What follows belongs to an exercise in optimizing a design on an open flow for small area, a short achievable clock period and few clock cycles; a production flow would make more cautious choices. The RTL was checked by simulation tests, not by an equivalence proof against the original design. Power is estimated from default activity; no workload was simulated.

== oak ==
// fhe_vec_top
module fhe_vec_top #(
  parameter int WIDTH = 4
) (
  input  logic                           clk,
  input  logic                           rstn,
  input  logic                           psel,
  input  logic                           penable,
  input  logic                           pwrite,
  input  logic [fhe_vec_pkg::APB_AW-1:0] paddr,
  input  logic [fhe_vec_pkg::APB_DW-1:0] pwdata,
  output logic [fhe_vec_pkg::APB_DW-1:0] prdata,
  output logic                           pready,
  output logic                           pslverr,
  output logic                           done
);
  localparam int NE   = 64;    
  localparam int LAT  = 8;     
  localparam int LAST = NE + LAT - 1;   
  logic [NE-1:0][15:0] m1;
  logic [NE-1:0][15:0] m2;
  logic [3:0]  op;
  logic [15:0] p;
  logic [16:0] mu;
  logic [15:0] s;
  logic        err;
  logic        run;
  logic        iss;       
  logic [6:0]  cnt;
  logic        setup;
  logic        acc_q;     
  logic        prdy_q;    
  logic        wr_q;
  logic        mem_q;
  logic        bank_q;
  logic [5:0]  ea_q;      
  logic        regok_q;   
  logic [16:0] wd_q;
  logic [16:0] rd_q;
  logic        slverr_q;
  logic        run_next;
  logic        err_next;
  logic        done_next;
  assign setup = psel & ~penable;
  always_ff @(posedge clk) begin
    wr_q    <= pwrite;
    mem_q   <= paddr[15];
    bank_q  <= paddr[14];
    ea_q    <= paddr[5:0];
    regok_q <= ~|paddr[14:3];
  ...
Size: roughly 88 I/O pins.
==> module fhe_vec_top, before the edit <==
module fhe_vec_top #(
  parameter int WIDTH = 4
) (
  input  logic                           clk,
  input  logic                           rstn,
  input  logic                           psel,
  input  logic                           penable,
  input  logic                           pwrite,
  input  logic [fhe_vec_pkg::APB_AW-1:0] paddr,
  input  logic [fhe_vec_pkg::APB_DW-1:0] pwdata,
  output logic [fhe_vec_pkg::APB_DW-1:0] prdata,
  output logic                           pready,
  output logic                           pslverr,
  output logic                           done
);
  localparam int NE   = 64;    
  localparam int LAT  = 8;     
  localparam int LAST = NE + LAT - 1;   
  logic [NE-1:0][15:0] m1;
  logic [NE-1:0][15:0] m2;
  logic [3:0]  op;
  logic [15:0] p;
  logic [16:0] mu;
  logic [15:0] s;
  logic        err;
  logic        run;
  logic        iss;       
  logic [6:0]  cnt;
  logic        setup;
  logic        acc_q;     
  logic        prdy_q;    
  logic        wr_q;
  logic        mem_q;
  logic        bank_q;
  logic [5:0]  ea_q;      
  logic        regok_q;   
  logic [16:0] wd_q;
  logic [16:0] rd_q;
  logic        slverr_q;
  logic        run_next;
  logic        err_next;
  logic        done_next;
  assign setup = psel & ~penable;
  always_ff @(posedge clk) begin
    wr_q    <= pwrite;
    mem_q   <= paddr[15];
    bank_q  <= paddr[14];
    ea_q    <= paddr[5:0];
    regok_q <= ~|paddr[14:3];
    wd_q    <= pwdata[16:0];
    prdy_q  <= ~(setup & ~pwrite);
  end
  logic [5:0]      ridx_q;
  logic            iss_next;
  logic [5:0]      cnt_next;
  logic [15:0]     e1;
  logic [15:0]     e2;
  always_ff @(posedge clk) begin
    ridx_q <= iss_next ? cnt_next : paddr[5:0];
  end
  assign e1 = m1[ridx_q];
  assign e2 = m2[ridx_q];
  always_ff @(posedge clk) begin
    slverr_q <= paddr[15] & (setup ? run_next : run);
  end
  always_ff @(posedge clk) begin
    rd_q <= '0;
    if (mem_q) begin
      rd_q <= {1'b0, bank_q ? e2 : e1};
    end else if (regok_q) begin
      case (ea_q[2:0])
        3'd0: rd_q <= 17'(op);
        3'd1: rd_q <= 17'({err_next, run_next});   
        3'd2: rd_q <= 17'(p);
        3'd3: rd_q <= mu;
        3'd4: rd_q <= 17'(s);
        default: ;
      endcase
    end
  end
  assign pready  = prdy_q;
  assign pslverr = slverr_q;
  assign prdata  = {15'd0, rd_q};
  logic       rw;         
  logic       start_ok;
  logic       start_bad;
  logic       op_valid;
  assign rw        = acc_q & wr_q & ~mem_q & regok_q & ~run;
  assign op_valid  = (wd_q[3:0] >= 4'd1) && (wd_q[3:0] <= 4'd4);
  assign start_ok  = rw & (ea_q[2:0] == 3'd0) & wd_q[8] & op_valid;
  assign start_bad = rw & (ea_q[2:0] == 3'd0) & wd_q[8] & ~op_valid;
  assign done_next = run & (cnt == 7'(LAST));
  assign run_next  = start_ok | (run & ~done_next);
  assign err_next  = start_bad | (err & ~done_next);
  logic [6:0] cnt_next7;
  assign cnt_next7 = start_ok ? 7'd0 : (run ? cnt + 1'b1 : cnt);
  assign cnt_next  = cnt_next7[5:0];
  assign iss_next  = start_ok | (iss & ~(run & (cnt == 7'(NE - 1))));
  always_ff @(posedge clk) begin
    if (!rstn) begin
      op    <= '0;
      p     <= '0;
      mu    <= '0;
      s     <= '0;
      err   <= 1'b0;
      run   <= 1'b0;
      iss   <= 1'b0;
      cnt   <= '0;
      done  <= 1'b0;
      acc_q <= 1'b0;
    end else begin
      acc_q <= setup;
      run   <= run_next;
      err   <= err_next;
      done  <= done_next;
      cnt <= 7'(cnt_next7);
      iss <= iss_next;
      if (rw) begin
        case (ea_q[2:0])
          3'd0: op <= wd_q[3:0];
          3'd2: p  <= wd_q[15:0];
          3'd3: mu <= wd_q[16:0];
          3'd4: s  <= wd_q[15:0];
          default: ;
        endcase
      end
    end
  end
  logic        is_mul;
  logic        is_sc;
  logic [15:0] res_q;
  logic [15:0] a_q, b_q;
  logic [18:0] np3_q;
  assign is_mul = (op == 4'd1) | (op == 4'd2);
  assign is_sc  = (op == 4'd2) | (op == 4'd4);
  always_ff @(posedge clk) begin
    a_q   <= e1;
    b_q   <= is_sc ? s : e2;
    np3_q <= 19'd0 - 19'(p) - {2'd0, p, 1'b0};
  end
  elem_mult u_eng (
    .clk(clk), .a_q(a_q), .b_q(b_q), .mul(is_mul), .p(p), .mu(mu[15:0]),
    .np3(np3_q), .res(res_q)
  );
  logic        ew_d;
  logic        ew_q;       
  logic        wen_q;      
  logic [5:0]  wi_q;
  logic        wb_q;
  logic [15:0] wdat;
  assign ew_d = run & (cnt >= 7'(LAT - 1)) & (cnt < 7'(NE + LAT - 1));
  always_ff @(posedge clk) begin
    if (!rstn) begin
      ew_q  <= 1'b0;
      wen_q <= 1'b0;
    end else begin
      ew_q  <= ew_d;
      wen_q <= ew_d | (setup & pwrite & paddr[15] & ~run_next);
    end
    wi_q <= ew_d ? 6'(cnt - 7'(LAT - 1)) : paddr[5:0];
    wb_q <= ~ew_d & paddr[14];
  end
  assign wdat = ew_q ? res_q : wd_q[15:0];
  always_ff @(posedge clk) begin
    for (int e = 0; e < NE; e++) begin
      if (wen_q && !wb_q && wi_q == 6'(e)) m1[e] <= wdat;
      if (wen_q && wb_q && wi_q == 6'(e)) m2[e] <= wdat;
    end
  end
endmodule
Settings: LEC_CHECK=0, CAP_MARGIN=20, CORE_MARGIN=2, CORE_UTILIZATION=40, CTS_BUF_LIST=sky130_fd_sc_hd__clkbuf_16, CTS_CLUSTER_DIAMETER=100, CTS_CLUSTER_SIZE=30, SLEW_MARGIN=20; clock period 11.0 ns.
standard.sh (not shown) runs the stock make flow with config.mk's settings and CLKGATE_MAP_FILE= SYNTH_SCRIPT=/design/flow/synth_recipe.tcl, a recipe that flattens the netlist after the stock synthesis.
==> flow/flow/run.sh <==
#!/bin/bash
export SETUP_SLACK_MARGIN=7.45
bash standard.sh > standard.log 2>&1
Testbench counts of oak, summed over its fixed seeds: cycles 29,762.
Changes in pine relative to oak:
--- a/flow/design.v
+++ b/flow/design.v
@@ -2587,25 +2587,26 @@
   logic        ew_d;
   logic        ew_q;       
-  logic        wen_q;      
   logic [5:0]  wi_q;
   logic        wb_q;
+  logic        hw;
+  logic        wen;
   logic [15:0] wdat;
   assign ew_d = run & (cnt >= 7'(LAT - 1)) & (cnt < 7'(NE + LAT - 1));
   always_ff @(posedge clk) begin
     if (!rstn) begin
-      ew_q  <= 1'b0;
-      wen_q <= 1'b0;
+      ew_q <= 1'b0;
     end else begin
-      ew_q  <= ew_d;
-      wen_q <= ew_d | (setup & pwrite & paddr[15] & ~run_next);
+      ew_q <= ew_d;
     end
     wi_q <= ew_d ? 6'(cnt - 7'(LAT - 1)) : paddr[5:0];
     wb_q <= ~ew_d & paddr[14];
   end
+  assign hw   = acc_q & wr_q & mem_q & ~run;   
+  assign wen  = ew_q | hw;
   assign wdat = ew_q ? res_q : wd_q[15:0];
   always_ff @(posedge clk) begin
     for (int e = 0; e < NE; e++) begin
-      if (wen_q && !wb_q && wi_q == 6'(e)) m1[e] <= wdat;
-      if (wen_q && wb_q && wi_q == 6'(e)) m2[e] <= wdat;
+      if (wen && !wb_q && wi_q == 6'(e)) m1[e] <= wdat;
+      if (wen && wb_q && wi_q == 6'(e)) m2[e] <= wdat;
     end
   end
pine and oak ended up with roughly the same full die area. Switching power as a share of total power of pine is on par with oak. Post-CTS clock slew at the launch and capture registers of the worst setup and hold paths: pine vs oak — no meaningful difference. Wire length of the first global-routing pass (lower): pine. Delta (pine minus oak): initial core utilization went down, number of well taps went up, instance count on the critical path went up, final instance area did not really move. Compare oak and pine | combinational power higher: pine. Diff oak and pine: wire length higher in oak. Total length of routed met2 wires across oak and pine: no real change. Re non-clock buffer count: oak was higher than pine. oak vs pine, end of the critical path: prdata[15] vs m1[708]$_DFFE_PP_. Largest net degree at the start of global routing for pine is lower than for oak. pine vs oak on number of buffers created by CTS: pine is the higher one.
Testbench counts of pine, summed over its fixed seeds: cycles 29,762.

Setup of job 1704:
Another version of the RTL of fhe_vec_top (not shown whole).
Size: ~6800 cells after synthesis, about 88 I/O pins, roughly 110000 um^2 of cells after synthesis.
==> module fhe_vec_top, before the edit <==
module fhe_vec_top #(
  parameter int WIDTH = 4
) (
  input  logic                           clk,
  input  logic                           rstn,
  input  logic                           psel,
  input  logic                           penable,
  input  logic                           pwrite,
  input  logic [fhe_vec_pkg::APB_AW-1:0] paddr,
  input  logic [fhe_vec_pkg::APB_DW-1:0] pwdata,
  output logic [fhe_vec_pkg::APB_DW-1:0] prdata,
  output logic                           pready,
  output logic                           pslverr,
  output logic                           done
);
  localparam int NE   = 64;    
  localparam int LAT  = 8;     
  localparam int LAST = NE + LAT - 1;   
  logic [NE-1:0][15:0] m1;
  logic [NE-1:0][15:0] m2;
  logic [3:0]  op;
  logic [15:0] p;
  logic [16:0] mu;
  logic [15:0] s;
  logic        err;
  logic        run;
  logic        iss;       
  logic [6:0]  cnt;
  logic        setup;
  logic        acc_q;     
  logic        prdy_q;    
  logic        wr_q;
  logic        mem_q;
  logic        bank_q;
  logic [5:0]  ea_q;      
  logic        regok_q;   
  logic [16:0] wd_q;
  logic [16:0] rd_q;
  logic        slverr_q;
  logic        run_next;
  logic        err_next;
  logic        done_next;
  assign setup = psel & ~penable;
  always_ff @(posedge clk) begin
    wr_q    <= pwrite;
    mem_q   <= paddr[15];
    bank_q  <= paddr[14];
    ea_q    <= paddr[5:0];
    regok_q <= ~|paddr[14:3];
    wd_q    <= pwdata[16:0];
    prdy_q  <= ~(setup & ~pwrite);
  end
  logic [5:0]      ridx_q;
  logic            iss_next;
  logic [5:0]      cnt_next;
  logic [15:0]     e1;
  logic [15:0]     e2;
  always_ff @(posedge clk) begin
    ridx_q <= iss_next ? cnt_next : paddr[5:0];
  end
  assign e1 = m1[ridx_q];
  assign e2 = m2[ridx_q];
  always_ff @(posedge clk) begin
    slverr_q <= paddr[15] & (setup ? run_next : run);
  end
  always_ff @(posedge clk) begin
    rd_q <= '0;
    if (mem_q) begin
      rd_q <= {1'b0, bank_q ? e2 : e1};
    end else if (regok_q) begin
      case (ea_q[2:0])
        3'd0: rd_q <= 17'(op);
        3'd1: rd_q <= 17'({err_next, run_next});   
        3'd2: rd_q <= 17'(p);
        3'd3: rd_q <= mu;
        3'd4: rd_q <= 17'(s);
        default: ;
      endcase
    end
  end
  assign pready  = prdy_q;
  assign pslverr = slverr_q;
  assign prdata  = {15'd0, rd_q};
  logic       rw;         
  logic       start_ok;
  logic       start_bad;
  logic       op_valid;
  assign rw        = acc_q & wr_q & ~mem_q & regok_q & ~run;
  assign op_valid  = (wd_q[3:0] >= 4'd1) && (wd_q[3:0] <= 4'd4);
  assign start_ok  = rw & (ea_q[2:0] == 3'd0) & wd_q[8] & op_valid;
  assign start_bad = rw & (ea_q[2:0] == 3'd0) & wd_q[8] & ~op_valid;
  assign done_next = run & (cnt == 7'(LAST));
  assign run_next  = start_ok | (run & ~done_next);
  assign err_next  = start_bad | (err & ~done_next);
  logic [6:0] cnt_next7;
  assign cnt_next7 = start_ok ? 7'd0 : (run ? cnt + 1'b1 : cnt);
  assign cnt_next  = cnt_next7[5:0];
  assign iss_next  = start_ok | (iss & ~(run & (cnt == 7'(NE - 1))));
  always_ff @(posedge clk) begin
    if (!rstn) begin
      op    <= '0;
      p     <= '0;
      mu    <= '0;
      s     <= '0;
      err   <= 1'b0;
      run   <= 1'b0;
      iss   <= 1'b0;
      cnt   <= '0;
      done  <= 1'b0;
      acc_q <= 1'b0;
    end else begin
      acc_q <= setup;
      run   <= run_next;
      err   <= err_next;
      done  <= done_next;
      cnt <= 7'(cnt_next7);
      iss <= iss_next;
      if (rw) begin
        case (ea_q[2:0])
          3'd0: op <= wd_q[3:0];
          3'd2: p  <= wd_q[15:0];
          3'd3: mu <= wd_q[16:0];
          3'd4: s  <= wd_q[15:0];
          default: ;
        endcase
      end
    end
  end
  logic        is_mul;
  logic        is_sc;
  logic [15:0] res_q;
  logic [15:0] a_q, b_q;
  logic [18:0] np3_q;
  assign is_mul = (op == 4'd1) | (op == 4'd2);
  assign is_sc  = (op == 4'd2) | (op == 4'd4);
  always_ff @(posedge clk) begin
    a_q   <= e1;
    b_q   <= is_sc ? s : e2;
    np3_q <= 19'd0 - 19'(p) - {2'd0, p, 1'b0};
  end
  elem_mult u_eng (
    .clk(clk), .a_q(a_q), .b_q(b_q), .mul(is_mul), .p(p), .mu(mu[15:0]),
    .np3(np3_q), .res(res_q)
  );
  logic        ew_d;
  logic        ew_q;       
  logic [5:0]  wi_q;
  logic        wb_q;
  logic        hw;
  logic        wen;
  logic [15:0] wdat;
  assign ew_d = run & (cnt >= 7'(LAT - 1)) & (cnt < 7'(NE + LAT - 1));
  always_ff @(posedge clk) begin
    if (!rstn) begin
      ew_q <= 1'b0;
    end else begin
      ew_q <= ew_d;
    end
    wi_q <= ew_d ? 6'(cnt - 7'(LAT - 1)) : paddr[5:0];
    wb_q <= ~ew_d & paddr[14];
  end
  assign hw   = acc_q & wr_q & mem_q & ~run;   
  assign wen  = ew_q | hw;
  assign wdat = ew_q ? res_q : wd_q[15:0];
  always_ff @(posedge clk) begin
    for (int e = 0; e < NE; e++) begin
      if (wen && !wb_q && wi_q == 6'(e)) m1[e] <= wdat;
      if (wen && wb_q && wi_q == 6'(e)) m2[e] <= wdat;
    end
  end
endmodule
export LEC_CHECK = 0
export CAP_MARGIN = 20
export CORE_MARGIN = 2
export CORE_UTILIZATION = 40
export CTS_BUF_LIST = sky130_fd_sc_hd__clkbuf_16
export CTS_CLUSTER_DIAMETER = 100
export CTS_CLUSTER_SIZE = 30
export SLEW_MARGIN = 20
create_clock -name core_clock -period 11.0 [get_ports {clk}]
Scripts as last shown in full above: flow/flow/run.sh
Testbench counts of job 1704, summed over its fixed seeds: cycles 29,762.
> inputs changed (job 1704 -> job 5677)
--- a/flow/design.v
+++ b/flow/design.v
@@ -2461,9 +2461,9 @@
   logic        iss;       
   logic [6:0]  cnt;
   logic        setup;
   logic        acc_q;     
-  logic        prdy_q;    
+  logic        rdw_q;     
   logic        wr_q;
   logic        mem_q;
   logic        bank_q;
   logic [5:0]  ea_q;      
@@ -2481,9 +2481,9 @@
     bank_q  <= paddr[14];
     ea_q    <= paddr[5:0];
     regok_q <= ~|paddr[14:3];
     wd_q    <= pwdata[16:0];
-    prdy_q  <= ~(setup & ~pwrite);
+    rdw_q   <= setup & ~pwrite;
   end
   logic [5:0]      ridx_q;
   logic            iss_next;
   logic [5:0]      cnt_next;
@@ -2511,9 +2511,9 @@
         default: ;
       endcase
     end
   end
-  assign pready  = prdy_q;
+  assign pready  = ~rdw_q;
   assign pslverr = slverr_q;
   assign prdata  = {15'd0, rd_q};
   logic       rw;         
   logic       start_ok;
@@ -2575,31 +2575,29 @@
   elem_mult u_eng (
     .clk(clk), .a_q(a_q), .b_q(b_q), .mul(is_mul), .p(p), .mu(mu[15:0]),
     .np3(np3_q), .res(res_q)
   );
-  logic        ew_d;
   logic        ew_q;       
-  logic [5:0]  wi_q;
-  logic        wb_q;
+  logic [5:0]  widx_q;
   logic        hw;
-  logic        wen;
+  logic        wbank;
+  logic [5:0]  widx;
   logic [15:0] wdat;
-  assign ew_d = run & (cnt >= 7'(LAT - 1)) & (cnt < 7'(NE + LAT - 1));
   always_ff @(posedge clk) begin
     if (!rstn) begin
       ew_q <= 1'b0;
     end else begin
-      ew_q <= ew_d;
+      ew_q <= run & (cnt >= 7'(LAT - 1)) & (cnt < 7'(NE + LAT - 1));
     end
-    wi_q <= ew_d ? 6'(cnt - 7'(LAT - 1)) : paddr[5:0];
-    wb_q <= ~ew_d & paddr[14];
+    widx_q <= 6'(cnt - 7'(LAT - 1));
   end
-  assign hw   = acc_q & wr_q & mem_q & ~run;   
-  assign wen  = ew_q | hw;
-  assign wdat = ew_q ? res_q : wd_q[15:0];
+  assign hw    = acc_q & wr_q & mem_q & ~run;
+  assign wbank = ew_q ? 1'b0 : bank_q;
+  assign widx  = ew_q ? widx_q : ea_q;
+  assign wdat  = ew_q ? res_q : wd_q[15:0];
   always_ff @(posedge clk) begin
     for (int e = 0; e < NE; e++) begin
-      if (wen && !wb_q && wi_q == 6'(e)) m1[e] <= wdat;
-      if (wen && wb_q && wi_q == 6'(e)) m2[e] <= wdat;
+      if ((ew_q | hw) && !wbank && widx == 6'(e)) m1[e] <= wdat;
+      if (hw && wbank && widx == 6'(e)) m2[e] <= wdat;
     end
   end
 endmodule
Notes after the runs:
Looking only at clock network contribution to total cell area, and setting everything else aside, the higher value of job 5677 and job 1704 goes to job 5677.
Between job 1704 and job 5677, the area after synthesis figures differ only marginally.
On synthesis-to-layout area growth: job 5677 sits above job 1704.
The more densely filled core belongs to job 5677, not job 1704.
The number of top-level pins was comparable across job 5677 and job 1704.
Job 5677 vs job 1704, met2 track demand over resource went up by 0.47 points.
Per the comparison of job 5677 with job 1704, number of ordinary and repair buffers in the finished layout rose about 3.5%; post-synthesis instance total has remained practically unchanged.
Testbench counts of job 5677, summed over its fixed seeds: cycles 29,762.

-- what the ideal ports hide --
The results above use ideal ports. As a check the final layouts listed here were re-extracted and re-timed, cells and wires unchanged.
Step 1, drivers: a clkbuf_16 drives clk and a buf_2 each remaining input, both assumed.
Step 2 times the ports against the registers' clock, not the clock port: input delays grow and output delays shrink by t, the midpoint of the rising clock arrivals with the driver on.
Three values: ideal ports, drivers, drivers and shift; two values: the first two.
run | t, ns | setup WS [ns] | worst setup path at the end | worst slew at a driven data input, ns
oak | 0.889 | 7.374 / 7.280 / 6.795 | input to register | 0.16
pine | 0.895 | 7.313 / 7.298 / 6.864 | input to register | 0.32
job 1704 | 0.889 | 7.384 / 7.291 / 6.738 | input to register | 0.25
job 5677 | 0.903 | 7.391 / 7.296 / 7.030 | input to register | 0.12
After both steps every run listed still meets setup and hold. The setup slack of job 1704, which loses most, moves by -0.093 ns with the drivers and by -0.646 ns with both steps.
